This is an optimization exercise on Yosys and OpenROAD, whose aim is small area, not a production implementation. At most, simulation tests tie the RTL to the original design; equivalence was not proved. No functional check of the RTL was part of run 1. Power and IR drop assume default switching activity.

### flow/design.v
module sdm_cic_decim #(
    parameter int unsigned CH         = 4,
    parameter int unsigned ORDER      = 4,
    parameter int unsigned DECIM_LOG2 = 6,
    parameter int unsigned OUT_W      = 16
) (
    input  logic                  clk,
    input  logic                  rst,
    input  logic                  sync_clr,
    input  logic                  valid_in,
    input  logic [CH-1:0]         din,
    output logic                  dout_valid,
    input  logic                  dout_ready,
    output logic [CH*OUT_W-1:0]   dout,
    output logic                  overrun
);
    function automatic logic [15:0] w0f(input logic [5:0] r);
        case (r)
            6'd0: w0f = 16'd39711;
            6'd1: w0f = 16'd37820;
            6'd2: w0f = 16'd35990;
            6'd3: w0f = 16'd34220;
            6'd4: w0f = 16'd32509;
            6'd5: w0f = 16'd30856;
            6'd6: w0f = 16'd29260;
            6'd7: w0f = 16'd27720;
            6'd8: w0f = 16'd26235;
            6'd9: w0f = 16'd24804;
            6'd10: w0f = 16'd23426;
            6'd11: w0f = 16'd22100;
            6'd12: w0f = 16'd20825;
            6'd13: w0f = 16'd19600;
            6'd14: w0f = 16'd18424;
            6'd15: w0f = 16'd17296;
            6'd16: w0f = 16'd16215;
            6'd17: w0f = 16'd15180;
            6'd18: w0f = 16'd14190;
            6'd19: w0f = 16'd13244;
            6'd20: w0f = 16'd12341;
            6'd21: w0f = 16'd11480;
            6'd22: w0f = 16'd10660;
            6'd23: w0f = 16'd9880;
            6'd24: w0f = 16'd9139;
            6'd25: w0f = 16'd8436;
            6'd26: w0f = 16'd7770;
            6'd27: w0f = 16'd7140;
            6'd28: w0f = 16'd6545;
            6'd29: w0f = 16'd5984;
            6'd30: w0f = 16'd5456;
            6'd31: w0f = 16'd4960;
            6'd32: w0f = 16'd4495;
            6'd33: w0f = 16'd4060;
            6'd34: w0f = 16'd3654;
            6'd35: w0f = 16'd3276;
            6'd36: w0f = 16'd2925;
            6'd37: w0f = 16'd2600;
            6'd38: w0f = 16'd2300;
            6'd39: w0f = 16'd2024;
            6'd40: w0f = 16'd1771;
            6'd41: w0f = 16'd1540;
            6'd42: w0f = 16'd1330;
            6'd43: w0f = 16'd1140;
            6'd44: w0f = 16'd969;
            6'd45: w0f = 16'd816;
            6'd46: w0f = 16'd680;
            6'd47: w0f = 16'd560;
            6'd48: w0f = 16'd455;
            6'd49: w0f = 16'd364;
            6'd50: w0f = 16'd286;
            6'd51: w0f = 16'd220;
            6'd52: w0f = 16'd165;
            6'd53: w0f = 16'd120;
            6'd54: w0f = 16'd84;
            6'd55: w0f = 16'd56;
            6'd56: w0f = 16'd35;
            6'd57: w0f = 16'd20;
            6'd58: w0f = 16'd10;
            6'd59: w0f = 16'd4;
            6'd60: w0f = 16'd1;
            6'd61: w0f = 16'd0;
            6'd62: w0f = 16'd0;
            6'd63: w0f = 16'd0;
            default: w0f = '0;
        endcase
    endfunction
    function automatic logic [17:0] w1f(input logic [5:0] r);
        case (r)
            6'd0: w1f = 18'd174531;
            6'd1: w1f = 18'd174220;
            6'd2: w1f = 18'd173790;
            6'd3: w1f = 18'd173244;
            6'd4: w1f = 18'd172585;
            6'd5: w1f = 18'd171816;
            6'd6: w1f = 18'd170940;
            6'd7: w1f = 18'd169960;
            6'd8: w1f = 18'd168879;
            6'd9: w1f = 18'd167700;
            6'd10: w1f = 18'd166426;
            6'd11: w1f = 18'd165060;
            6'd12: w1f = 18'd163605;
            6'd13: w1f = 18'd162064;
            6'd14: w1f = 18'd160440;
            6'd15: w1f = 18'd158736;
            6'd16: w1f = 18'd156955;
            6'd17: w1f = 18'd155100;
            6'd18: w1f = 18'd153174;
            6'd19: w1f = 18'd151180;
            6'd20: w1f = 18'd149121;
            6'd21: w1f = 18'd147000;
            6'd22: w1f = 18'd144820;
            6'd23: w1f = 18'd142584;
            6'd24: w1f = 18'd140295;
            6'd25: w1f = 18'd137956;
            6'd26: w1f = 18'd135570;
            6'd27: w1f = 18'd133140;
            6'd28: w1f = 18'd130669;
            6'd29: w1f = 18'd128160;
            6'd30: w1f = 18'd125616;
            6'd31: w1f = 18'd123040;
            6'd32: w1f = 18'd120435;
            6'd33: w1f = 18'd117804;
            6'd34: w1f = 18'd115150;
            6'd35: w1f = 18'd112476;
            6'd36: w1f = 18'd109785;
            6'd37: w1f = 18'd107080;
            6'd38: w1f = 18'd104364;
            6'd39: w1f = 18'd101640;
            6'd40: w1f = 18'd98911;
            6'd41: w1f = 18'd96180;
            6'd42: w1f = 18'd93450;
            6'd43: w1f = 18'd90724;
            6'd44: w1f = 18'd88005;
            6'd45: w1f = 18'd85296;
            6'd46: w1f = 18'd82600;
            6'd47: w1f = 18'd79920;
            6'd48: w1f = 18'd77259;
            6'd49: w1f = 18'd74620;
            6'd50: w1f = 18'd72006;
            6'd51: w1f = 18'd69420;
            6'd52: w1f = 18'd66865;
            6'd53: w1f = 18'd64344;
            6'd54: w1f = 18'd61860;
            6'd55: w1f = 18'd59416;
            6'd56: w1f = 18'd57015;
            6'd57: w1f = 18'd54660;
            6'd58: w1f = 18'd52354;
            6'd59: w1f = 18'd50100;
            6'd60: w1f = 18'd47901;
            6'd61: w1f = 18'd45760;
            6'd62: w1f = 18'd43680;
            6'd63: w1f = 18'd41664;
            default: w1f = '0;
        endcase
    endfunction
    function automatic logic [17:0] w2f(input logic [5:0] r);
        case (r)
            6'd0: w2f = 18'd47901;
            6'd1: w2f = 18'd50100;
            6'd2: w2f = 18'd52354;
            6'd3: w2f = 18'd54660;
            6'd4: w2f = 18'd57015;
            6'd5: w2f = 18'd59416;
            6'd6: w2f = 18'd61860;
            6'd7: w2f = 18'd64344;
            6'd8: w2f = 18'd66865;
            6'd9: w2f = 18'd69420;
            6'd10: w2f = 18'd72006;
            6'd11: w2f = 18'd74620;
            6'd12: w2f = 18'd77259;
            6'd13: w2f = 18'd79920;
            6'd14: w2f = 18'd82600;
            6'd15: w2f = 18'd85296;
            6'd16: w2f = 18'd88005;
            6'd17: w2f = 18'd90724;
            6'd18: w2f = 18'd93450;
            6'd19: w2f = 18'd96180;
            6'd20: w2f = 18'd98911;
            6'd21: w2f = 18'd101640;
            6'd22: w2f = 18'd104364;
            6'd23: w2f = 18'd107080;
            6'd24: w2f = 18'd109785;
            6'd25: w2f = 18'd112476;
            6'd26: w2f = 18'd115150;
            6'd27: w2f = 18'd117804;
            6'd28: w2f = 18'd120435;
            6'd29: w2f = 18'd123040;
            6'd30: w2f = 18'd125616;
            6'd31: w2f = 18'd128160;
            6'd32: w2f = 18'd130669;
            6'd33: w2f = 18'd133140;
            6'd34: w2f = 18'd135570;
            6'd35: w2f = 18'd137956;
            6'd36: w2f = 18'd140295;
            6'd37: w2f = 18'd142584;
            6'd38: w2f = 18'd144820;
            6'd39: w2f = 18'd147000;
            6'd40: w2f = 18'd149121;
            6'd41: w2f = 18'd151180;
            6'd42: w2f = 18'd153174;
            6'd43: w2f = 18'd155100;
            6'd44: w2f = 18'd156955;
            6'd45: w2f = 18'd158736;
            6'd46: w2f = 18'd160440;
            6'd47: w2f = 18'd162064;
            6'd48: w2f = 18'd163605;
            6'd49: w2f = 18'd165060;
            6'd50: w2f = 18'd166426;
            6'd51: w2f = 18'd167700;
            6'd52: w2f = 18'd168879;
            6'd53: w2f = 18'd169960;
            6'd54: w2f = 18'd170940;
            6'd55: w2f = 18'd171816;
            6'd56: w2f = 18'd172585;
            6'd57: w2f = 18'd173244;
            6'd58: w2f = 18'd173790;
            6'd59: w2f = 18'd174220;
            6'd60: w2f = 18'd174531;
            6'd61: w2f = 18'd174720;
            6'd62: w2f = 18'd174784;
            6'd63: w2f = 18'd174720;
            default: w2f = '0;
        endcase
    endfunction
    function automatic logic [15:0] w3f(input logic [5:0] r);
        case (r)
            6'd0: w3f = 16'd1;
            6'd1: w3f = 16'd4;
            6'd2: w3f = 16'd10;
            6'd3: w3f = 16'd20;
            6'd4: w3f = 16'd35;
            6'd5: w3f = 16'd56;
            6'd6: w3f = 16'd84;
            6'd7: w3f = 16'd120;
            6'd8: w3f = 16'd165;
            6'd9: w3f = 16'd220;
            6'd10: w3f = 16'd286;
            6'd11: w3f = 16'd364;
            6'd12: w3f = 16'd455;
            6'd13: w3f = 16'd560;
            6'd14: w3f = 16'd680;
            6'd15: w3f = 16'd816;
            6'd16: w3f = 16'd969;
            6'd17: w3f = 16'd1140;
            6'd18: w3f = 16'd1330;
            6'd19: w3f = 16'd1540;
            6'd20: w3f = 16'd1771;
            6'd21: w3f = 16'd2024;
            6'd22: w3f = 16'd2300;
            6'd23: w3f = 16'd2600;
            6'd24: w3f = 16'd2925;
            6'd25: w3f = 16'd3276;
            6'd26: w3f = 16'd3654;
            6'd27: w3f = 16'd4060;
            6'd28: w3f = 16'd4495;
            6'd29: w3f = 16'd4960;
            6'd30: w3f = 16'd5456;
            6'd31: w3f = 16'd5984;
            6'd32: w3f = 16'd6545;
            6'd33: w3f = 16'd7140;
            6'd34: w3f = 16'd7770;
            6'd35: w3f = 16'd8436;
            6'd36: w3f = 16'd9139;
            6'd37: w3f = 16'd9880;
            6'd38: w3f = 16'd10660;
            6'd39: w3f = 16'd11480;
            6'd40: w3f = 16'd12341;
            6'd41: w3f = 16'd13244;
            6'd42: w3f = 16'd14190;
            6'd43: w3f = 16'd15180;
            6'd44: w3f = 16'd16215;
            6'd45: w3f = 16'd17296;
            6'd46: w3f = 16'd18424;
            6'd47: w3f = 16'd19600;
            6'd48: w3f = 16'd20825;
            6'd49: w3f = 16'd22100;
            6'd50: w3f = 16'd23426;
            6'd51: w3f = 16'd24804;
            6'd52: w3f = 16'd26235;
            6'd53: w3f = 16'd27720;
            6'd54: w3f = 16'd29260;
            6'd55: w3f = 16'd30856;
            6'd56: w3f = 16'd32509;
            6'd57: w3f = 16'd34220;
            6'd58: w3f = 16'd35990;
            6'd59: w3f = 16'd37820;
            6'd60: w3f = 16'd39711;
            6'd61: w3f = 16'd41664;
            6'd62: w3f = 16'd43680;
            6'd63: w3f = 16'd45760;
            default: w3f = '0;
        endcase
    endfunction
    function automatic logic [23:0] add24(input logic [23:0] a, input logic [23:0] b);
        logic c;
        c = 1'b0;
        for (int i = 0; i < 24; i++) begin
            add24[i] = a[i] ^ b[i] ^ c;
            c = (a[i] & b[i]) | (c & (a[i] ^ b[i]));
        end
    endfunction
    logic          r_vq;
    logic [CH-1:0] r_dq;
    logic [5:0]    r_rc;     
    logic [2:0]    r_warm;
    logic [2:0]    r_lat;    
    logic          r_res;
    logic [CH-1:0] r_fl;     
    logic w_cap, w_pre, w_shf;
    assign w_cap = r_vq && (r_rc == 6'd0);
    assign w_pre = w_cap || (r_lat != 3'd0 && r_lat != 3'd4);
    assign w_shf = (r_lat == 3'd4);
    always_ff @(posedge clk or posedge rst) begin
        if (rst) r_vq <= 1'b0;
        else     r_vq <= valid_in && !sync_clr;
    end
    always_ff @(posedge clk) begin
        r_dq <= din;
        if (w_cap) r_res <= (r_warm == 3'd4);
        if (r_vq && r_rc == 6'd32) r_fl <= r_dq;
    end
    always_ff @(posedge clk or posedge rst) begin
        if (rst) begin
            r_rc       <= 6'd1;
            r_warm     <= '0;
            r_lat      <= '0;
            dout_valid <= 1'b0;
            overrun    <= 1'b0;
        end else if (sync_clr) begin
            r_rc       <= 6'd1;
            r_warm     <= '0;
            r_lat      <= '0;
            dout_valid <= 1'b0;
            overrun    <= 1'b0;
        end else begin
            if (r_vq) r_rc <= r_rc + 1'b1;
            if (w_cap) begin
                r_lat <= 3'd1;
                if (r_warm != 3'd4) r_warm <= r_warm + 1'b1;
            end else if (w_shf) begin
                r_lat <= 3'd0;
            end else if (r_lat != 3'd0) begin
                r_lat <= r_lat + 1'b1;
            end
            if (w_shf && r_res) begin
                dout_valid <= 1'b1;
                if (dout_valid && !dout_ready) overrun <= 1'b1;
            end else if (dout_ready) begin
                dout_valid <= 1'b0;
            end
        end
    end
    logic [15:0] w0, w3;
    logic [17:0] w1, w2;
    logic [17:0] v1, v2, v3;
    assign w0 = w0f(r_rc);
    assign w1 = w1f(r_rc);
    assign w2 = w2f(r_rc);
    assign w3 = w3f(r_rc);
    assign v1 = w_pre ? 18'(w0) : w1;
    assign v2 = w_pre ? w1 : w2;
    assign v3 = w_pre ? w2 : 18'(w3);
    for (genvar c = 0; c < CH; c++) begin : g_ch
        logic [23:0] s0, s1, s2;
        logic [19:0] s3;
        logic [5:0]  p;
        logic        b, sat;
        assign b   = r_vq && r_dq[c];
        assign sat = r_fl[c] && (s0[23:8] == 16'd0);
        always_ff @(posedge clk) begin
            s0 <= add24(w_shf ? s1 : s0, (b && !w_pre) ? 24'(w0) : 24'd0);
            s1 <= add24(w_shf ? s2 : s1, b ? 24'(v1) : 24'd0);
            s2 <= add24(w_shf ? 24'(s3) : s2, b ? 24'(v2) : 24'd0);
            s3 <= 20'(add24(24'(w_shf ? 20'(p) : s3), b ? 24'(v3) : 24'd0));
            p  <= w_pre ? p + (b ? 6'(w3[4:0]) : 6'd0) : 6'd0;
            if (w_shf) dout[c*OUT_W +: OUT_W] <= {!s0[23] && !sat, s0[22:8] | {15{sat}}};
        end
    end
endmodule
### flow/run.sh
#!/bin/bash
# synth_recipe.tcl (not shown) runs the flow's synth.tcl, then flattens the netlist and writes it again
# the make line also repeats each setting of config.mk as NAME=value (left out here)
make -C /OpenROAD-flow-scripts/flow DESIGN_CONFIG=/design/flow/config.mk WORK_HOME=/design/flow/orfs CLKGATE_MAP_FILE= SYNTH_SCRIPT=/design/flow/synth_recipe.tcl finish
### flow/config.mk
export PLATFORM = sky130hd
export DESIGN_NAME = sdm_cic_decim
export DESIGN_NICKNAME = sdm_cic_decim
export VERILOG_FILES = /design/flow/design.v
export SDC_FILE = /design/flow/constraint.sdc
export NUM_CORES = 4
export LEC_CHECK = 0
export CAP_MARGIN = 20
export CORE_MARGIN = 2
export CORE_UTILIZATION = 40
export SLEW_MARGIN = 20
### flow/constraint.sdc
create_clock -name core_clock -period 10.0 [get_ports {clk}]
set_input_delay 2.0000 -clock core_clock [delete_from_list [all_inputs] [get_ports {clk}]]
set_output_delay 2.0000 -clock core_clock [all_outputs]
set_load 0.01 [all_outputs]
==> impl_metrics.json, run 1 <==
{
  "ys_ff_latch": 480,
  "clk_pin_slew_worst_paths_ps": 60,
  "wire_per_inst_um": 22.40,
  "tritoncts": "yes",
  "dr.pass1.iters": 6,
  "clock.fmax_mhz": 103.4,
  "ys_types": 96,
  "worstMarginPinSlew_ps": 1196,
  "grtUsageTotal_pct": 24.47,
  "outcome": "timing/DRC/antenna clean",
  "drive_gt1_share_pct": 12.79,
  "met2_usage_pct": 38.01,
  "slowest_stage": "fa_1",
  "fin_nets": 3622,
  "async_flop_share_pct": 3.125,
  "placed_area_sq_um": 32070,
  "ys_seq_area_share_pct": 34.95,
  "dieArea_sq_um": 76420,
  "hpwlAfterDp_um": 69870,
  "synth_area_leaders": "dfxtp_1 27%, fa_1 18%, nand2_1 7.5%",
  "insertion_delay_ps": 600,
  "slowest_delay_ps": 480,
  "ir_drop_uv": 142.0,
  "yosys_most_used_dff": "dfxtp_1",
  "port_buffers": 74,
  "placed_cells": 4118,
  "cts_buffers": 50,
  "antenna_left": 0,
  "fin_skew_ps": 21.72,
  "routabilityCongestion": 0.9803,
  "syn_avg_cell_area_sq_um": 9.516,
  "die_x_um": 276.4,
  "finalNonFillerCells": 4213,
  "ioPinCount": 75,
  "min_period_over_period_pct": 96.70,
  "vias_per_cell": 5.446,
  "critPathMaxFanout": 23,
  "timing.slew.headroom_pct": 19.74,
  "maxSlewViolCount": 0,
  "period_needed_ps": 9670,
  "row_count": 99,
  "synth_nets": 3531,
  "worstSetupEndpointType": "flip-flop",
  "h-tree-depth": 2,
  "cp.required_ps": 10470,
  "overflow": 0,
  "netlist_instances": 3120,
  "use_met1_pct": 33.49,
  "hp-class": "reg2reg",
  "grt_pass1_wl_um": 142500,
  "yosys_warnings": 1,
  "core_area_sq_um": 73210,
  "cts.sinks": 480,
  "grt_max_degree": 124,
  "final_cell_area_sq_um": 33950,
  "netlist_area_sq_um": 29690,
  "finalSetupViolCount": 0,
  "cp-start-kind": "flip-flop",
  "vias": 22940,
  "p_leak_nw": 14.41,
  "drt_iter0_markers": 2300,
  "cts_root_buffer": "clkbuf_16",
  "crit_top_cell": "fa_1",
  "routed_wl_um": 94380,
  "fillCellCount": 6971,
  "antenna_found_initial": 1,
  "rsz0062_at_grt": "no",
  "synth_area_leader_cell": "dfxtp_1",
  "route.detailed.drc": 0,
  "grt_pass1_vias": 22720,
  "start_util_pct": 40.55,
  "max_cap_violations": 0,
  "cts_setup_buffers": 0,
  "fin_setup_tns_ps": 0,
  "hold_viol": 0,
  "cts_buffer_depth": 3,
  "grt-busiest-layer": "met2",
  "p_total_mw": 7.673,
  "setup.worst_path.class": "reg2reg",
  "use_met3_pct": 4.546,
  "synth_edf_count": 69,
  "areaGrowthSynthToFinish_pct": 14.36,
  "die_h_um": 276.4,
  "final_core_util_pct": 46.38,
  "arrival_ps": 10140,
  "pwr_density_cell_nw_per_um2": 226.0,
  "yosysTopAreaCellShare_pct": 26.70
}
## worst paths after layout
| check | startpoint | endpoint | slack, ps | cells past startpoint |
|---|---|---|---|---|
| worst max-delay path | r_rc[2] | g_ch[3].s1[22] | 330 | 32 |
| worst min-delay path | g_ch[2].s3[19] | g_ch[2].s3[19] | 470 | 2 |
| worst max register to register | r_rc[2] | g_ch[3].s1[22] | 330 | 32 |
| worst min register to register | g_ch[2].s3[19] | g_ch[2].s3[19] | 470 | 2 |
| max in group asynchronous | rst | r_rc[2] | 7780 | 2 |
| min in group asynchronous | rst | r_lat[2] | 1780 | 2 |
## cells in the final DEF (no fill, tap or decap), types with 28 or more instances in the layout
| cell type | Yosys | final |
|---|---|---|
| inv_1 | 277 | 275 |
| nor3_1 | 43 | 43 |
| dfxtp_1 | 396 | 396 |
| or2_2 | 70 | 70 |
| fa_2 | 0 | 35 |
| clkdlybuf4s50_1 | 0 | 74 |
| fa_1 | 268 | 233 |
| ha_1 | 134 | 132 |
| mux2i_1 | 196 | 196 |
| clkbuf_16 | 0 | 53 |
| nor2_1 | 155 | 155 |
| o21ai_0 | 88 | 87 |
| nor2b_1 | 28 | 28 |
| edfxtp_1 | 69 | 69 |
| nand3_1 | 93 | 93 |
| xnor2_1 | 29 | 29 |
| nand2b_1 | 42 | 42 |
| and2_1 | 46 | 45 |
| a21oi_1 | 83 | 83 |
| nand2_1 | 592 | 589 |
| buf_4 | 10 | 150 |
## cell usage after synthesis (all sizes together) (6+ instances only)
library cell	instances
nor2	158
a221oi	10
o221ai	9
nor4	14
mux2i	196
nor3	44
nand3	93
mux2	7
a32oi	10
xnor2	29
a31oi	21
clkbuf	103
xor2	15
nand2b	42
o211ai	22
nor3b	6
inv	281
fa	268
nand2	594
dfxtp	396
dfrtp	14
mux4	7
ha	134
o21ai	97
edfxtp	69
and2	48
o31ai	8
a21oi	86
nor2b	28
a22oi	12
a311oi	11
or2	72
a211oi	11
a21o	12
o311ai	12
buf	94
## through the flow
stage	worst slack [ps]	hold WS [ps]
floorplan	15.08	422.9
global placement	-88.40	463.0
detailed placement	-90.28	467.2
CTS	13.40	475.7
global route	10.65	485.5
finish	329.5	471.4
## final cells by class
| class | instances | area (sq um) | share of cell area (%) |
|---|---|---|---|
| Multi-Input combinational cell | 2162 | 17510 | 51.58 |
| Sequential cell | 480 | 10390 | 30.59 |
| Timing Repair Buffer | 236 | 2073 | 6.106 |
| Clock buffer | 73 | 1491 | 4.393 |
| Tap cell | 959 | 1200 | 3.534 |
| Inverter | 281 | 1071 | 3.154 |
| Clock inverter | 21 | 216.5 | 0.6375 |
| Antenna cell | 1 | 2.502 | 0.007370 |
## flip-flops by register name (all words and copies together), names as in the netlist
signal and flops:
r_fl 4, g_ch.s2 96, dout 64, g_ch.s0 96
r_dq 4, g_ch.p 24, g_ch.s1 96, dout_valid 1
r_lat 3, r_rc 6, r_res 1, r_vq 1
g_ch.s3 80, overrun 1, r_warm 3
## worst max-delay path, delay by kind of cell, from the launching register on
kind                     cells  cell delay, ps
AND/OR/NAND/NOR              2             180
flip-flops                   1             470
adder cells (fa/ha/maj)     20            6850
buffers and inverters        7            1330
AO/OA/AOI/OAI                3             710
## report_power, final
group          switching, mW  internal [mW]
clock                  0.794           1.14
sequential             0.459           2.71
combinational           1.58          0.998
total                   2.83           4.84
## timing repair
action | 4_1_cts | 5_1_grt
setup endpoints to repair | 10 | 39
hold buffers | 0 | 0
resized for setup | 10 | 43
endpoints found under the hold margin | 0 | 0
pin swaps | 0 | 2
## routing by layer
layer  wire (um)  vias up
li1            -    10480
met1       41270    11330
met2       41080      893
met3        7368      241
met4        4665        0
met5           0        -
## cells by family (layout without fill, tap and decap cells)
logic type,count (synthesis),after routing,synth area share (%)
and+or+nand+nor,1127,1127,17.18
AOI/OAI and AO/OA,379,379,8.796
other,0,1,0
buffers and inverters,478,611,6.650
DFF,480,480,34.95
adders and majority gates,402,402,23.72
muxes,210,210,7.405
xor gates and xnor gates,44,44,1.298
==> inputs of run 2 (changes only) <==
--- a/flow/design.v
+++ b/flow/design.v
@@ -290,14 +290,6 @@
             default: w3f = '0;
         endcase
     endfunction
-    function automatic logic [23:0] add24(input logic [23:0] a, input logic [23:0] b);
-        logic c;
-        c = 1'b0;
-        for (int i = 0; i < 24; i++) begin
-            add24[i] = a[i] ^ b[i] ^ c;
-            c = (a[i] & b[i]) | (c & (a[i] ^ b[i]));
-        end
-    endfunction
     logic          r_vq;
     logic [CH-1:0] r_dq;
     logic [5:0]    r_rc;     
@@ -367,10 +359,10 @@
         assign b   = r_vq && r_dq[c];
         assign sat = r_fl[c] && (s0[23:8] == 16'd0);
         always_ff @(posedge clk) begin
-            s0 <= add24(w_shf ? s1 : s0, (b && !w_pre) ? 24'(w0) : 24'd0);
-            s1 <= add24(w_shf ? s2 : s1, b ? 24'(v1) : 24'd0);
-            s2 <= add24(w_shf ? 24'(s3) : s2, b ? 24'(v2) : 24'd0);
-            s3 <= 20'(add24(24'(w_shf ? 20'(p) : s3), b ? 24'(v3) : 24'd0));
+            s0 <= (w_shf ? s1 : s0) + ((b && !w_pre) ? 24'(w0) : 24'd0);
+            s1 <= (w_shf ? s2 : s1) + (b ? 24'(v1) : 24'd0);
+            s2 <= (w_shf ? 24'(s3) : s2) + (b ? 24'(v2) : 24'd0);
+            s3 <= (w_shf ? 20'(p) : s3) + (b ? 20'(v3) : 20'd0);
             p  <= w_pre ? p + (b ? 6'(w3[4:0]) : 6'd0) : 6'd0;
             if (w_shf) dout[c*OUT_W +: OUT_W] <= {!s0[23] && !sat, s0[22:8] | {15{sat}}};
         end
==> impl_metrics.json, run 2 <==
{
  "hpwlAfterDp_um": 83460,
  "fillCellCount": 8794,
  "reg2reg_slack_ps": 3060,
  "wire_per_inst_um": 19.85,
  "rsz0062_at_grt": "no",
  "cts.sinks": 480,
  "worstHoldEndpoint": "g_ch[3].s2[21]",
  "cp.required_ps": 10530,
  "route.detailed.drc": 0,
  "final_core_util_pct": 44.73,
  "period_needed_ps": 6942,
  "cts_buffer_depth": 3,
  "fin_ws_ps": 3058,
  "die_h_um": 302.3,
  "antenna_left": 0,
  "setup.worst_path.class": "reg2reg",
  "arrival_ps": 7470,
  "synth_nets": 5059,
  "synth_area_leader_cell": "dfxtp_1",
  "p_leak_nw": 18.07,
  "ys_seq_area_share_pct": 29.15,
  "drt_iter0_markers": 3245,
  "outcome": "timing/DRC/antenna clean",
  "syn_avg_cell_area_sq_um": 7.571,
  "areaGrowthSynthToFinish_pct": 10.87,
  "clk_pin_slew_worst_paths_ps": 60,
  "vias": 32910,
  "yosys_warnings": 1,
  "fin_setup_tns_ps": 0,
  "antenna_found_initial": 5,
  "ctsResizeCount": 0,
  "reg2reg_depth": 23,
  "min_from": "g_ch[3].s2[21]",
  "grt_max_degree": 155,
  "ioPinCount": 75,
  "synth_edf_count": 69,
  "drive_gt1_share_pct": 5.777,
  "r2r-start": "r_rc[0]",
  "path_buf_inv": 5,
  "max_cap_violations": 0,
  "crit_top_cell": "buf_4",
  "yosys_most_used_dff": "dfxtp_1",
  "reg_top3": "g_ch.s0 (96), g_ch.s1 (96), g_ch.s2 (96)",
  "critPathMaxFanout": 31,
  "synth_most_common_cell": "nand2_1",
  "slowest_delay_ps": 810,
  "port_buffers": 74,
  "cts_buffers": 57,
  "cts_root_buffer": "clkbuf_16",
  "tritoncts": "yes",
  "fin_nets": 5053,
  "hold_buffers": 0,
  "start_util_pct": 40.34,
  "r2r_end": "g_ch[0].s2[22]",
  "clock.fmax_mhz": 144.1,
  "path_delay_family": "simple AND/OR/NAND/NOR gates",
  "ir_drop_uv": 170.2,
  "netlist_instances": 4702,
  "die_x_um": 302.3,
  "fin_skew_ps": 55.62,
  "cts_setup_buffers": 0,
  "row_count": 109,
  "min_period_over_period_pct": 69.42,
  "pre_cts_ws_ps": 3066,
  "async_flop_share_pct": 3.125,
  "routabilityCongestion": 1.059,
  "final_cell_mix": "965 x nand2_1, 581 x nor2_1, 396 x dfxtp_1",
  "yosysTopAreaCellShare_pct": 22.27,
  "dieArea_sq_um": 91400,
  "finalSetupViolCount": 0,
  "slowest_stage": "nand2b_2",
  "ys_types": 89,
  "vias_per_cell": 5.571,
  "insertion_delay_ps": 660,
  "crit_chain": "inv_1, ha_1, buf_4, nor2b_1, nand2_1, nor3_4, nand2b_2, buf_4, nand2_1, a21boi_1, buf_4, nor2_1, inv_1, fa_1, and2b_1, o31ai_2, a21oi_1, a41oi_1, a31oi_1, a41oi_1, a21o_1, or3_1, a21oi_1",
  "synth_commonest_cells": "966 x nand2_1, 582 x nor2_1, 396 x dfxtp_1, 328 x ha_1, 316 x a21oi_1",
  "insertedDiodeCount": 0,
  "hp-class": "reg2reg",
  "dr.pass1.iters": 8,
  "hold_viol": 0,
  "cp-start-kind": "flip-flop",
  "worstMarginPinSlew_ps": 1218,
  "synth_area_leaders": "dfxtp_1 22%, ha_1 12%, nand2_1 10%",
  "core_area_sq_um": 88240,
  "ys_ff_latch": 480,
  "routed_wl_um": 117300,
  "grt_pass1_wl_um": 179200,
  "p_total_mw": 9.358,
  "grtUsageTotal_pct": 25.16,
  "mostFrequentLayoutCell": "nand2_1",
  "pwr_density_cell_nw_per_um2": 237.1,
  "grt_pass1_vias": 30800,
  "hold_depth": 2,
  "timing.slew.headroom_pct": 18.23,
  "h-tree-depth": 2,
  "maxSlewViolCount": 0,
  "netlist_area_sq_um": 35600,
  "overflow": 0,
  "worstSetupEndpointType": "flip-flop"
}
[run 2: logic make-up (layout without fill, tap and decap cells)]
kind of cell | after synthesis | in the layout | synth area share, %
buffers and inverters | 338 | 379 | 3.701
DFF | 480 | 480 | 29.15
and+or+nand+nor | 2129 | 2129 | 26.10
adders and majority gates | 348 | 348 | 12.65
muxes | 68 | 68 | 2.017
xor gates and xnor gates | 334 | 334 | 8.217
AOI/OAI and AO/OA | 1005 | 1005 | 18.17
[run 2: how the worst max path moves through the flow]
stage / start / end / slack [ps] / cells past startpoint
2_1_floorplan: r_rc[0] / g_ch[2].s2[23] / 5230 / 20
3_3_place_gp: r_rc[0] / g_ch[1].s2[20] / 3010 / 22
3_5_place_dp: r_rc[1] / g_ch[3].s1[20] / 3070 / 22
4_1_cts: r_rc[1] / g_ch[3].s1[20] / 3070 / 22
5_1_grt: r_rc[0] / g_ch[3].s1[20] / 2630 / 21
6_report: r_rc[0] / g_ch[0].s2[22] / 3060 / 23
[run 2: routing by layer]
metal / GRT usage [%] / vias to the layer above / share of wire [%]
met4: 13.72 / 4 / 6.3
met5: 0.9834 / - / 0.12
met3: 5.107 / 333 / 8.0
met1: 33.09 / 15070 / 44
li1: - / 16250 / -
met2: 38.50 / 1260 / 42
[run 2: final cells by class]
class	count	area, sq um	share of cell area (%)
flip-flops and latches	480	10390	26.31
well taps	1165	1458	3.693
clock buffers	84	1630	4.130
repair buffers	134	1216	3.081
multi-input cells	3884	24020	60.86
inverters	139	529.3	1.341
clock inverters	22	227.7	0.5769
[run 2: power by group]
part	switching [mW]	internal, mW
combinational	2.52	1.65
sequential	0.441	2.67
clock	0.876	1.21
[run 2: worst min-delay path, stage by stage, from the launching register on]
cell and delay [ps]:
dfxtp_1 340, nand2_1 60, mux2i_1 50
[run 2: through the flow]
stage	std cells	hold WS [ps]	cell area, sq um
2_1_floorplan	4702	450.2	35600
3_3_place_gp	5801	486.7	37580
3_5_place_dp	5802	491.1	37610
4_1_cts	5908	500.0	39470
5_1_grt	5908	528.8	39470
6_report	5908	504.9	39470
==> inputs of run 3 (changes only) <==
--- a/flow/design.v
+++ b/flow/design.v
@@ -290,50 +290,42 @@
             default: w3f = '0;
         endcase
     endfunction
-    logic          r_vq;
-    logic [CH-1:0] r_dq;
-    logic [5:0]    r_rc;     
-    logic [2:0]    r_warm;
-    logic [2:0]    r_lat;    
-    logic          r_res;
-    logic [CH-1:0] r_fl;     
-    logic w_cap, w_pre, w_shf;
-    assign w_cap = r_vq && (r_rc == 6'd0);
-    assign w_pre = w_cap || (r_lat != 3'd0 && r_lat != 3'd4);
-    assign w_shf = (r_lat == 3'd4);
-    always_ff @(posedge clk or posedge rst) begin
-        if (rst) r_vq <= 1'b0;
-        else     r_vq <= valid_in && !sync_clr;
-    end
-    always_ff @(posedge clk) begin
-        r_dq <= din;
-        if (w_cap) r_res <= (r_warm == 3'd4);
-        if (r_vq && r_rc == 6'd32) r_fl <= r_dq;
-    end
+    function automatic logic [23:0] add24(input logic [23:0] a, input logic [23:0] b);
+        logic c;
+        c = 1'b0;
+        for (int i = 0; i < 24; i++) begin
+            add24[i] = a[i] ^ b[i] ^ c;
+            c = (a[i] & b[i]) | (a[i] & c) | (b[i] & c);
+        end
+    endfunction
+    localparam int unsigned LAT = 5;
+    logic [LAT-1:0] r_vd;             
+    logic [CH-1:0]  r_dd [LAT];       
+    logic [5:0]     r_rc;             
+    logic [2:0]     r_warm;
+    logic [CH-1:0]  r_fl;             
+    logic          w_cap;
+    logic [CH-1:0] w_b;
+    assign w_cap = r_vd[LAT-1] && (r_rc == 6'd0);
+    assign w_b   = r_vd[LAT-1] ? r_dd[LAT-1] : '0;
     always_ff @(posedge clk or posedge rst) begin
         if (rst) begin
+            r_vd       <= '0;
             r_rc       <= 6'd1;
             r_warm     <= '0;
-            r_lat      <= '0;
             dout_valid <= 1'b0;
             overrun    <= 1'b0;
         end else if (sync_clr) begin
+            r_vd       <= '0;
             r_rc       <= 6'd1;
             r_warm     <= '0;
-            r_lat      <= '0;
             dout_valid <= 1'b0;
             overrun    <= 1'b0;
         end else begin
-            if (r_vq) r_rc <= r_rc + 1'b1;
-            if (w_cap) begin
-                r_lat <= 3'd1;
-                if (r_warm != 3'd4) r_warm <= r_warm + 1'b1;
-            end else if (w_shf) begin
-                r_lat <= 3'd0;
-            end else if (r_lat != 3'd0) begin
-                r_lat <= r_lat + 1'b1;
-            end
-            if (w_shf && r_res) begin
+            r_vd <= {r_vd[LAT-2:0], valid_in};
+            if (r_vd[LAT-1]) r_rc <= r_rc + 1'b1;
+            if (w_cap && r_warm != 3'd4) r_warm <= r_warm + 1'b1;
+            if (w_cap && r_warm == 3'd4) begin
                 dout_valid <= 1'b1;
                 if (dout_valid && !dout_ready) overrun <= 1'b1;
             end else if (dout_ready) begin
@@ -341,30 +333,28 @@
             end
         end
     end
+    always_ff @(posedge clk) begin
+        r_dd[0] <= din;
+        for (int i = 1; i < LAT; i++) r_dd[i] <= r_dd[i-1];
+        if (r_vd[LAT-1] && r_rc == 6'd32) r_fl <= r_dd[LAT-1];
+    end
     logic [15:0] w0, w3;
     logic [17:0] w1, w2;
-    logic [17:0] v1, v2, v3;
     assign w0 = w0f(r_rc);
     assign w1 = w1f(r_rc);
     assign w2 = w2f(r_rc);
     assign w3 = w3f(r_rc);
-    assign v1 = w_pre ? 18'(w0) : w1;
-    assign v2 = w_pre ? w1 : w2;
-    assign v3 = w_pre ? w2 : 18'(w3);
     for (genvar c = 0; c < CH; c++) begin : g_ch
         logic [23:0] s0, s1, s2;
         logic [19:0] s3;
-        logic [5:0]  p;
-        logic        b, sat;
-        assign b   = r_vq && r_dq[c];
+        logic        sat;
         assign sat = r_fl[c] && (s0[23:8] == 16'd0);
         always_ff @(posedge clk) begin
-            s0 <= (w_shf ? s1 : s0) + ((b && !w_pre) ? 24'(w0) : 24'd0);
-            s1 <= (w_shf ? s2 : s1) + (b ? 24'(v1) : 24'd0);
-            s2 <= (w_shf ? 24'(s3) : s2) + (b ? 24'(v2) : 24'd0);
-            s3 <= (w_shf ? 20'(p) : s3) + (b ? 20'(v3) : 20'd0);
-            p  <= w_pre ? p + (b ? 6'(w3[4:0]) : 6'd0) : 6'd0;
-            if (w_shf) dout[c*OUT_W +: OUT_W] <= {!s0[23] && !sat, s0[22:8] | {15{sat}}};
+            s0 <= add24(w_cap ? s1 : s0, w_b[c] ? 24'(w0) : 24'd0);
+            s1 <= add24(w_cap ? s2 : s1, w_b[c] ? 24'(w1) : 24'd0);
+            s2 <= add24(w_cap ? 24'(s3) : s2, w_b[c] ? 24'(w2) : 24'd0);
+            s3 <= 20'(add24(w_cap ? 24'd0 : 24'(s3), w_b[c] ? 24'(w3) : 24'd0));
+            if (w_cap) dout[c*OUT_W +: OUT_W] <= {!s0[23] && !sat, s0[22:8] | {15{sat}}};
         end
     end
 endmodule
--- a/flow/config.mk
+++ b/flow/config.mk
@@ -5,7 +5,9 @@
 export SDC_FILE = /design/flow/constraint.sdc
 export NUM_CORES = 4
 export LEC_CHECK = 0
-export CAP_MARGIN = 20
+export ABC_AREA = 1
+export CAP_MARGIN = 0
 export CORE_MARGIN = 2
 export CORE_UTILIZATION = 40
-export SLEW_MARGIN = 20
+export CTS_BUF_LIST = sky130_fd_sc_hd__clkbuf_4 sky130_fd_sc_hd__clkbuf_8
+export SLEW_MARGIN = 0
==> impl_metrics.json, run 3 <==
{
  "ioPinCount": 75,
  "synth_top_family_by_area": "adder cells",
  "fin_nets": 3545,
  "pwr_density_cell_nw_per_um2": 183.5,
  "synth_xor_area_share_pct": 0.5416,
  "min_from": "r_dd[1][0]",
  "fin_worst_hold_slack_ps": 324.7,
  "crit_top_cell": "fa_2",
  "fillCellCount": 6113,
  "mostFrequentLayoutCell": "nand2_1",
  "ys_types": 33,
  "tritoncts": "yes",
  "cts_buffer_depth": 3,
  "reg_top3": "g_ch.s0 (96), g_ch.s1 (96), g_ch.s2 (96)",
  "grt_pass1_wl_um": 130500,
  "cp.required_ps": 10550,
  "final_cell_mix": "865 x nand2_1, 388 x dfxtp_1, 352 x nor2_1",
  "r2r-start": "r_rc[0]",
  "core_area_sq_um": 64230,
  "synth_area_leader_cell": "dfxtp_1",
  "antenna_left": 0,
  "cp-start-kind": "flip-flop",
  "hold_buffers": 0,
  "worstMarginPinSlew_ps": 1222,
  "reg2reg_depth": 34,
  "ys_ff_latch": 472,
  "drive_gt1_share_pct": 15.13,
  "hpwlAfterDp_um": 63300,
  "netlist_instances": 3004,
  "rsz0062_at_grt": "no",
  "synth_area_leaders": "dfxtp_1 30%, fa_1 20%, nand2_1 13%",
  "max_cap_violations": 0,
  "yosysTopAreaCellShare_pct": 30.02,
  "grt_pass1_vias": 21600,
  "min_period_over_period_pct": 97.07,
  "overflow": 0,
  "port_buffers": 74,
  "clock.fmax_mhz": 103.0,
  "finalSetupViolCount": 0,
  "reg2reg_slack_ps": 290,
  "slowest_stage": "dfstp_2",
  "worstSetupEndpointType": "flip-flop",
  "cts_buffers": 79,
  "async_flop_share_pct": 3.390,
  "routed_wl_um": 85610,
  "die_h_um": 258.3,
  "outcome": "timing/DRC/antenna clean",
  "netlist_area_sq_um": 25870,
  "synthAdderAreaFrac_pct": 25.61,
  "fin_setup_tns_ps": 0,
  "vias": 20970,
  "antenna_found_initial": 4,
  "hold_depth": 0,
  "worstHoldEndpoint": "r_dd[2][0]",
  "wire_per_inst_um": 20.98,
  "setup.worst_path.class": "reg2reg",
  "yosys_warnings": 2,
  "drt_iter0_markers": 1851,
  "pre_cts_ws_ps": -288.1,
  "die_x_um": 258.3,
  "period_needed_ps": 9707,
  "grt_max_degree": 226,
  "synth_nets": 3389,
  "dieArea_sq_um": 66740,
  "synth_most_common_cell": "nand2_1",
  "route.detailed.drc": 0,
  "yosys_most_used_dff": "dfxtp_1",
  "syn_avg_cell_area_sq_um": 8.613,
  "routabilityCongestion": 0.9320,
  "critPathMaxFanout": 15,
  "row_count": 93,
  "insertion_delay_ps": 680,
  "fin_ws_ps": 293.3,
  "cts.sinks": 472,
  "hold_viol": 0,
  "clk_pin_slew_worst_paths_ps": 60,
  "cts_root_buffer": "clkbuf_8",
  "ir_drop_uv": 92.24,
  "multi_input_area_sq_um": 14520,
  "maxSlewViolCount": 0,
  "h-tree-depth": 3,
  "final_core_util_pct": 47.61,
  "areaGrowthSynthToFinish_pct": 18.19,
  "synth.area.mux_share_pct": 0,
  "synth_edf_count": 68,
  "hp-class": "reg2reg",
  "arrival_ps": 10250,
  "ys_seq_area_share_pct": 39.46,
  "synth_commonest_cells": "870 x nand2_1, 388 x dfxtp_1, 354 x nor2_1, 256 x fa_1, 253 x inv_1",
  "start_util_pct": 40.28,
  "synth_compound_area_share_pct": 6.243,
  "fin_skew_ps": 30.75,
  "dr.pass1.iters": 7,
  "slowest_delay_ps": 570,
  "grtUsageTotal_pct": 26.03,
  "vias_per_cell": 5.138,
  "r2r_end": "g_ch[3].s1[23]",
  "p_leak_nw": 14.49,
  "regArea_sq_um": 10210,
  "timing.slew.headroom_pct": 18.17,
  "yosys.area_share.simple_pct": 21.72
}
[run 3: cell count changes after synthesis, moves of 89 or more]
cell / change
fa_1: +236
a21oi_1: -248
xor2_1: -105
a21o_1: -107
ha_1: -208
and2_1: -89
inv_1: +118
nor2_1: -228
nand2_1: -96
xnor2_1: -213
[run 3: where the power goes]
part           internal [mW]  leakage [nW]  switching (mW)
sequential              2.46          4.08           0.208
clock                   1.07         0.943           0.814
combinational          0.403          9.47           0.661
total                   3.93          14.5            1.68
[run 3: cells by family (layout without fill, tap and decap cells)]
| group | Yosys count | in the layout |
|---|---|---|
| AOI/OAI and AO/OA | 316 | 316 |
| xor gates and xnor gates | 16 | 16 |
| adders and majority gates | 376 | 376 |
| buffers and inverters | 405 | 625 |
| DFF | 472 | 472 |
| other | 0 | 1 |
| and+or+nand+nor | 1419 | 1420 |
[run 3: worst max-delay path, delay by kind of cell (launching register included)]
kind	cells	cell delay [ps]
adders and majority gates	23	7960
DFF	1	570
and+or+nand+nor	5	390
buffers and inverters	5	520
xor gates and xnor gates	1	120
[run 3: area by class of cell]
cell class	count	share of cell area, %
multi-input combinational	2128	47.46
clock inverter	15	0.4828
tap	855	3.498
timing repair buffer	220	6.603
antenna	1	0.008183
inverter	259	3.228
clock buffer	131	5.323
sequential	472	33.39
[run 3: stage by stage]
| step | cell area, sq um | std cells | power [mW] |
|---|---|---|---|
| finish | 30580 | 4081 | 5.612 |
| global placement | 28470 | 3924 | 3.671 |
| detailed placement | 28470 | 3924 | 3.753 |
| global route | 30580 | 4081 | 6.000 |
| CTS | 30400 | 4077 | 5.660 |
| floorplan | 26230 | 3004 | 3.392 |
[run 3: worst max-delay path by stage]
stage	from	end	slack, ps
2_1_floorplan	r_rc[0]	g_ch[1].s1[23]	-20
3_3_place_gp	r_rc[1]	g_ch[3].s0[23]	-180
3_5_place_dp	r_rc[1]	g_ch[3].s0[23]	-290
4_1_cts	r_rc[0]	g_ch[3].s2[23]	3
5_1_grt	r_rc[0]	g_ch[3].s2[23]	4
6_report	r_rc[0]	g_ch[3].s1[23]	290
[run 3: repair_timing]
action	in CTS	in global routing
endpoints found under the hold margin	0	0
cloned	1	2
pin swaps	8	35
gates resized for setup	28	43
setup buffers	6	1
setup endpoints to repair	27	35
[run 3: per-layer routing]
| metal | vias to the layer above | track usage [%] | routed length [um] |
|---|---|---|---|
| li1 | 9778 | - | - |
| met1 | 10310 | 35.95 | 38200 |
| met2 | 712 | 40.32 | 37970 |
| met3 | 172 | 3.912 | 5257 |
| met4 | 0 | 12.24 | 4177 |
| met5 | - | 0 | 0 |
==> inputs of run 4 (changes only) <==
--- a/flow/config.mk
+++ b/flow/config.mk
@@ -9,5 +9,6 @@
 export CAP_MARGIN = 0
 export CORE_MARGIN = 2
 export CORE_UTILIZATION = 40
-export CTS_BUF_LIST = sky130_fd_sc_hd__clkbuf_4 sky130_fd_sc_hd__clkbuf_8
+export CTS_CLUSTER_DIAMETER = 100
+export CTS_CLUSTER_SIZE = 30
 export SLEW_MARGIN = 0
==> impl_metrics.json, run 4 <==
{
  "outcome": "timing/DRC/antenna clean",
  "antenna_left": 0,
  "setup.worst_path.class": "reg2reg",
  "row_count": 93,
  "yosysTopAreaCellShare_pct": 30.02,
  "cts_root_buffer": "clkbuf_16",
  "min_from": "r_dd[1][2]",
  "timing.slew.headroom_pct": 21.11,
  "wire_per_inst_um": 21.10,
  "grt_max_degree": 226,
  "netlist_instances": 3004,
  "syn_avg_cell_area_sq_um": 8.613,
  "vias_per_cell": 5.176,
  "core_area_sq_um": 64230,
  "ioPinCount": 75,
  "mostFrequentLayoutCell": "nand2_1",
  "die_h_um": 258.3,
  "critPathMaxFanout": 15,
  "antenna_found_initial": 2,
  "worstMarginPinSlew_ps": 1178,
  "pre_cts_ws_ps": -288.1,
  "fin_skew_ps": 64.90,
  "fin_nets": 3482,
  "regArea_sq_um": 10210,
  "h-tree-depth": 1,
  "cts.sinks": 472,
  "slowest_stage": "dfstp_2",
  "drive_gt1_share_pct": 11.60,
  "arrival_ps": 10220,
  "synth_commonest_cells": "870 x nand2_1, 388 x dfxtp_1, 354 x nor2_1, 256 x fa_1, 253 x inv_1",
  "synth_most_common_cell": "nand2_1",
  "p_leak_nw": 13.83,
  "final_cell_mix": "865 x nand2_1, 388 x dfxtp_1, 353 x nor2_1",
  "yosys_most_used_dff": "dfxtp_1",
  "routed_wl_um": 83670,
  "cp.required_ps": 10480,
  "ys_types": 33,
  "maxSlewViolCount": 0,
  "hold_buffers": 0,
  "grt_pass1_vias": 20950,
  "dr.pass1.iters": 6,
  "yosys_warnings": 2,
  "slowest_delay_ps": 570,
  "finalNonFillerCells": 3966,
  "synth_area_leaders": "dfxtp_1 30%, fa_1 20%, nand2_1 13%",
  "grtUsageTotal_pct": 25.30,
  "start_util_pct": 40.28,
  "multi_input_area_sq_um": 14490,
  "max_cap_violations": 0,
  "insertion_delay_ps": 600,
  "finalSetupViolCount": 0,
  "fillCellCount": 6232,
  "dieArea_sq_um": 66740,
  "ys_ff_latch": 472,
  "grt_pass1_wl_um": 127700,
  "crit_top_cell": "fa_2",
  "cp-start-kind": "flip-flop",
  "fin_setup_tns_ps": 0,
  "final_core_util_pct": 45.75,
  "netlist_area_sq_um": 25870,
  "synth_nets": 3389,
  "clk_pin_slew_worst_paths_ps": 120,
  "critical_path.startpoint": "r_rc[0]",
  "clock.fmax_mhz": 102.7,
  "pwr_density_cell_nw_per_um2": 162.6,
  "hold_viol": 0,
  "synth_edf_count": 68,
  "ir_drop_uv": 172.4,
  "insertedDiodeCount": 0,
  "route.detailed.drc": 0,
  "areaGrowthSynthToFinish_pct": 13.56,
  "cts_buffers": 21,
  "overflow": 0,
  "fin_worst_hold_slack_ps": 338.0,
  "async_flop_share_pct": 3.390,
  "die_x_um": 258.3,
  "period_needed_ps": 9736,
  "tritoncts": "yes",
  "min_period_over_period_pct": 97.36,
  "ys_seq_area_share_pct": 39.46,
  "cts_buffer_depth": 3,
  "fin_ws_ps": 264.1,
  "synth_area_leader_cell": "dfxtp_1",
  "r2r-start": "r_rc[0]",
  "port_buffers": 74,
  "worstSetupEndpointType": "flip-flop",
  "placed_cells": 3924,
  "drt_iter0_markers": 1673,
  "hpwlAfterDp_um": 63300,
  "reg_top3": "g_ch.s0 (96), g_ch.s1 (96), g_ch.s2 (96)",
  "vias": 20530,
  "hp-class": "reg2reg",
  "routabilityCongestion": 0.9320
}
## run 4: worst max-delay path: cells and delay by family (launching register included)
family / cells / cell delay, ps
fa+ha+maj: 23 / 8000
flops: 1 / 570
buf+inv: 5 / 560
simple gates: 5 / 390
xor+xnor: 1 / 120
## run 4: final timing paths
| check | end | slack, ps | cells past startpoint |
|---|---|---|---|
| max | g_ch[3].s1[23] | 260 | 34 |
| min | r_dd[2][2] | 340 | 0 |
| max reg2reg | g_ch[3].s1[23] | 260 | 34 |
| min reg2reg | r_dd[2][2] | 340 | 0 |
| max in group asynchronous | r_vd[0] | 7770 | 2 |
| min in group asynchronous | dout_valid | 1790 | 2 |
## run 4: layer usage
layer	vias to the layer above	part of all wire [%]	track usage [%]	wire length (um)
li1	9592	-	-	-
met1	10130	45	35.45	37680
met2	650	45	40.19	37600
met3	157	5.6	2.709	4709
met4	0	4.4	10.23	3684
met5	-	0	0	0
## run 4: layout make-up
class	count	area share [%]
inverters	259	3.360
clock buffers	32	1.929
clock inverters	5	0.3194
repair buffers	216	6.702
flip-flops and latches	472	34.75
well taps	855	3.641
multi-input cells	2127	49.30
## run 4: kinds of logic after synthesis
family          count (synthesis)  synth area share [%]
flops                         472                 39.46
simple gates                 1419                 21.72
buf+inv                       405                 6.422
xor+xnor                       16                0.5416
compound gates                316                 6.243
fa+ha+maj                     376                 25.61
## run 4: timing repair
action / in CTS / in global routing
pin swaps: 5 / 24
gates resized for setup: 16 / 49
cloned: 0 / 2
buffers inserted: 2 / 1
setup endpoints to repair: 27 / 31
## run 4: report_power, final
| part | internal (mW) | switching [mW] |
|---|---|---|
| clock network | 0.417 | 0.646 |
| registers | 2.45 | 0.207 |
| logic | 0.399 | 0.655 |
| total | 3.27 | 1.51 |
## run 4: per-stage QoR
step / total power, mW / cell area [sq um]
final: 4.779 / 29380
after global routing: 5.129 / 29380
after CTS: 4.823 / 29200
after detailed placement: 3.753 / 28470
after global placement: 3.671 / 28470
after floorplan: 3.392 / 26230
==> inputs of run 5 (changes only) <==
--- a/flow/config.mk
+++ b/flow/config.mk
@@ -8,7 +8,8 @@
 export ABC_AREA = 1
 export CAP_MARGIN = 0
 export CORE_MARGIN = 2
-export CORE_UTILIZATION = 40
+export CORE_UTILIZATION = 65
 export CTS_CLUSTER_DIAMETER = 100
 export CTS_CLUSTER_SIZE = 30
+export PLACE_DENSITY = 0.75
 export SLEW_MARGIN = 0
==> impl_metrics.json, run 5 <==
{
  "outcome": "timing/DRC/antenna clean",
  "grt_pass1_vias": 22680,
  "synth_most_common_cell": "nand2_1",
  "mostFrequentLayoutCell": "nand2_1",
  "syn_avg_cell_area_sq_um": 8.613,
  "ioPinCount": 75,
  "crit_top_cell": "fa_2",
  "max_cap_violations": 0,
  "timing.slew.headroom_pct": 22.98,
  "clk_pin_slew_worst_paths_ps": 110,
  "placed_area_sq_um": 27770,
  "path_buf_inv": 3,
  "core_area_sq_um": 39550,
  "finalNonFillerCells": 3620,
  "final_core_util_pct": 72.70,
  "antenna_left": 0,
  "routed_wl_um": 86610,
  "hp-class": "reg2reg",
  "ir_drop_uv": 139.4,
  "power_switching_mw": 1.597,
  "dieArea_sq_um": 41420,
  "p_sw_share_pct": 32.68,
  "drive_gt1_share_pct": 11.38,
  "cts.sinks": 472,
  "drt_iter0_markers": 2911,
  "grt_pass1_wl_um": 130500,
  "placed_cells": 3567,
  "route.detailed.drc": 0,
  "cp-start-kind": "flip-flop",
  "reg_top3": "g_ch.s0 (96), g_ch.s1 (96), g_ch.s2 (96)",
  "overflow": 0,
  "yosys_warnings": 2,
  "dr.pass1.iters": 9,
  "synth_commonest_cells": "870 x nand2_1, 388 x dfxtp_1, 354 x nor2_1, 256 x fa_1, 253 x inv_1",
  "arrival_ps": 10350,
  "wire_per_inst_um": 23.93,
  "cts_root_buffer": "clkbuf_16",
  "slowest_stage": "dfstp_2",
  "vias_per_cell": 6.127,
  "final_cell_area_sq_um": 28750,
  "ys_seq_area_share_pct": 39.46,
  "fin_skew_ps": 44.19,
  "grtUsageTotal_pct": 42.07,
  "fin_worst_hold_slack_ps": 333.5,
  "antenna_found_initial": 2,
  "fin_nets": 3466,
  "cts_buffers": 20,
  "cts_buffer_depth": 3,
  "start_util_pct": 65.42,
  "period_needed_ps": 9857,
  "worstSetupEndpointType": "flip-flop",
  "grt_max_degree": 236,
  "synth_area_leaders": "dfxtp_1 30%, fa_1 20%, nand2_1 13%",
  "hpwlAfterDp_um": 62490,
  "critPathMaxFanout": 4,
  "power.share.sequential_pct": 55.2,
  "synth_nets": 3389,
  "final_cell_mix": "864 x nand2_1, 388 x dfxtp_1, 352 x nor2_1",
  "ys_types": 33,
  "p_int_mw": 3.291,
  "pwr_density_cell_nw_per_um2": 170.0,
  "p_leak_nw": 13.69,
  "yosysTopAreaCellShare_pct": 30.02,
  "hold_viol": 0,
  "routabilityCongestion": 1.103,
  "row_count": 73,
  "pwr-share-clk_pct": 21.0,
  "netlist_instances": 3004,
  "hold_buffers": 0,
  "die_x_um": 203.5,
  "maxSlewViolCount": 0,
  "tritoncts": "yes",
  "vias": 22180,
  "min_period_over_period_pct": 98.57,
  "die_h_um": 203.5,
  "synth_area_leader_cell": "dfxtp_1",
  "netlist_area_sq_um": 25870,
  "finalSetupViolCount": 0,
  "reg2reg_slack_ps": 140,
  "synth_edf_count": 68,
  "areaGrowthSynthToFinish_pct": 11.13,
  "port_buffers": 74,
  "path_delay_family": "adder cells",
  "async_flop_share_pct": 3.390,
  "insertion_delay_ps": 570,
  "cp.required_ps": 10490,
  "h-tree-depth": 1,
  "yosys_most_used_dff": "dfxtp_1",
  "clock.fmax_mhz": 101.5,
  "ys_ff_latch": 472,
  "slowest_delay_ps": 590,
  "worstMarginPinSlew_ps": 1148,
  "combPwrFrac_pct": 23.8,
  "setup.worst_path.class": "reg2reg"
}
run 5: kinds of logic (layout without fill, tap and decap cells):
kind of cell,Yosys count,after routing,share of synthesized area [%]
fa+ha+maj,376,376,25.61
buf+inv,405,491,6.422
other cells,0,2,0
xor+xnor,16,16,0.5416
compound gates,316,316,6.243
simple gates,1419,1422,21.72
flops,472,472,39.46
run 5: cell type report:
| type | instances | area, sq um |
|---|---|---|
| Antenna cell | 2 | 5.005 |
| Multi-Input combinational cell | 2130 | 14530 |
| Sequential cell | 472 | 10210 |
| Inverter | 259 | 991.0 |
| Tap cell | 525 | 656.9 |
| Fill cell | 2583 | 10800 |
| Timing Repair inverter | 1 | 6.256 |
| Timing Repair Buffer | 197 | 1723 |
| Clock inverter | 2 | 38.79 |
| Clock buffer | 32 | 588.1 |
run 5: path summary, 6_finish.rpt:
check | startpoint | endpoint | depth (start not counted)
worst min register to register | r_dd[2][3] | r_dd[3][3] | 0
max in group asynchronous | rst | r_rc[1] | 2
worst max-delay path | r_rc[0] | g_ch[2].s2[23] | 32
min in group asynchronous | rst | overrun | 2
worst min-delay path | r_dd[2][3] | r_dd[3][3] | 0
worst max register to register | r_rc[0] | g_ch[2].s2[23] | 32
run 5: routing by layer:
metal / share of wire (%) / track usage [%]
met1: 36 / 52.15
met2: 46 / 67.02
met3: 11 / 9.508
met4: 7.5 / 26.49
met5: 0.079 / 0.9524
run 5: repair_timing:
action                                  in CTS  in global routing
gates cloned                                 2                  2
buffers inserted                             5                  8
pin swaps                                   14                 50
endpoints found under the setup margin      28                 31
gates resized for setup                     38                 45
run 5: worst register-to-register path, delay by kind of cell (launching register included):
family	cells	cell delay [ps]
adder cells (fa/ha/maj)	24	8350
XOR/XNOR	1	160
buffers and inverters	3	330
AND/OR/NAND/NOR	3	290
AO/OA/AOI/OAI	1	90
flip-flops	1	590
run 5: stage by stage:
stage	setup TNS, ps	setup WS [ps]	total power [mW]
floorplan	-18.96	-18.96	3.392
detailed placement	-3560	-282.9	3.808
global placement	-309.7	-88.11	3.635
global route	-69.49	-27.16	5.146
finish	0	143.4	4.889
CTS	0	1.385	4.829
run 5: power groups by stage:
stage / Sequential (mW) / Combinational (mW) / Clock (mW)
global placement: 2.69 / 0.946 / 0
floorplan: 2.64 / 0.753 / 0
detailed placement: 2.72 / 1.09 / 0
CTS: 2.68 / 1.12 / 1.02
finish: 2.70 / 1.16 / 1.03
global route: 2.73 / 1.33 / 1.09

## afterwards: timing with drivers on the ports
Ports are ideal in the flow. The routed layouts listed here were re-timed in OpenROAD. Step 1 sets driving cells, clkbuf_16 on the clock port and buf_2 on the other inputs (assumed; they add their load-dependent delay and slew). Step 2, shift: input delay + t, output delay - t, t = (earliest + latest rising clock arrival at the registers) / 2. This alone moves slack from input paths to output paths. Three values: no drivers, after step 1, after step 2; two values: the first two.
| run | t, ns | slack for setup (ns) | worst hold slack (ns) | worst setup path at the end | worst register clock-pin slew, ns |
|---|---|---|---|---|---|
| run 1 | 0.645 | 0.330 / 0.330 / 0.330 | 0.471 / 0.471 / 0.471 | register to register | 0.07 / 0.07 |
| run 2 | 0.700 | 3.058 / 3.058 / 3.058 | 0.505 / 0.505 / 0.505 | register to register | 0.06 / 0.06 |
| run 3 | 0.716 | 0.293 / 0.293 / 0.293 | 0.325 / 0.325 / 0.325 | register to register | 0.07 / 0.07 |
| run 4 | 0.623 | 0.264 / 0.264 / 0.264 | 0.338 / 0.338 / 0.338 | register to register | 0.12 / 0.12 |
| run 5 | 0.609 | 0.143 / 0.143 / 0.143 | 0.334 / 0.334 / 0.334 | register to register | 0.12 / 0.12 |
After both steps setup and hold are still met in every run listed.
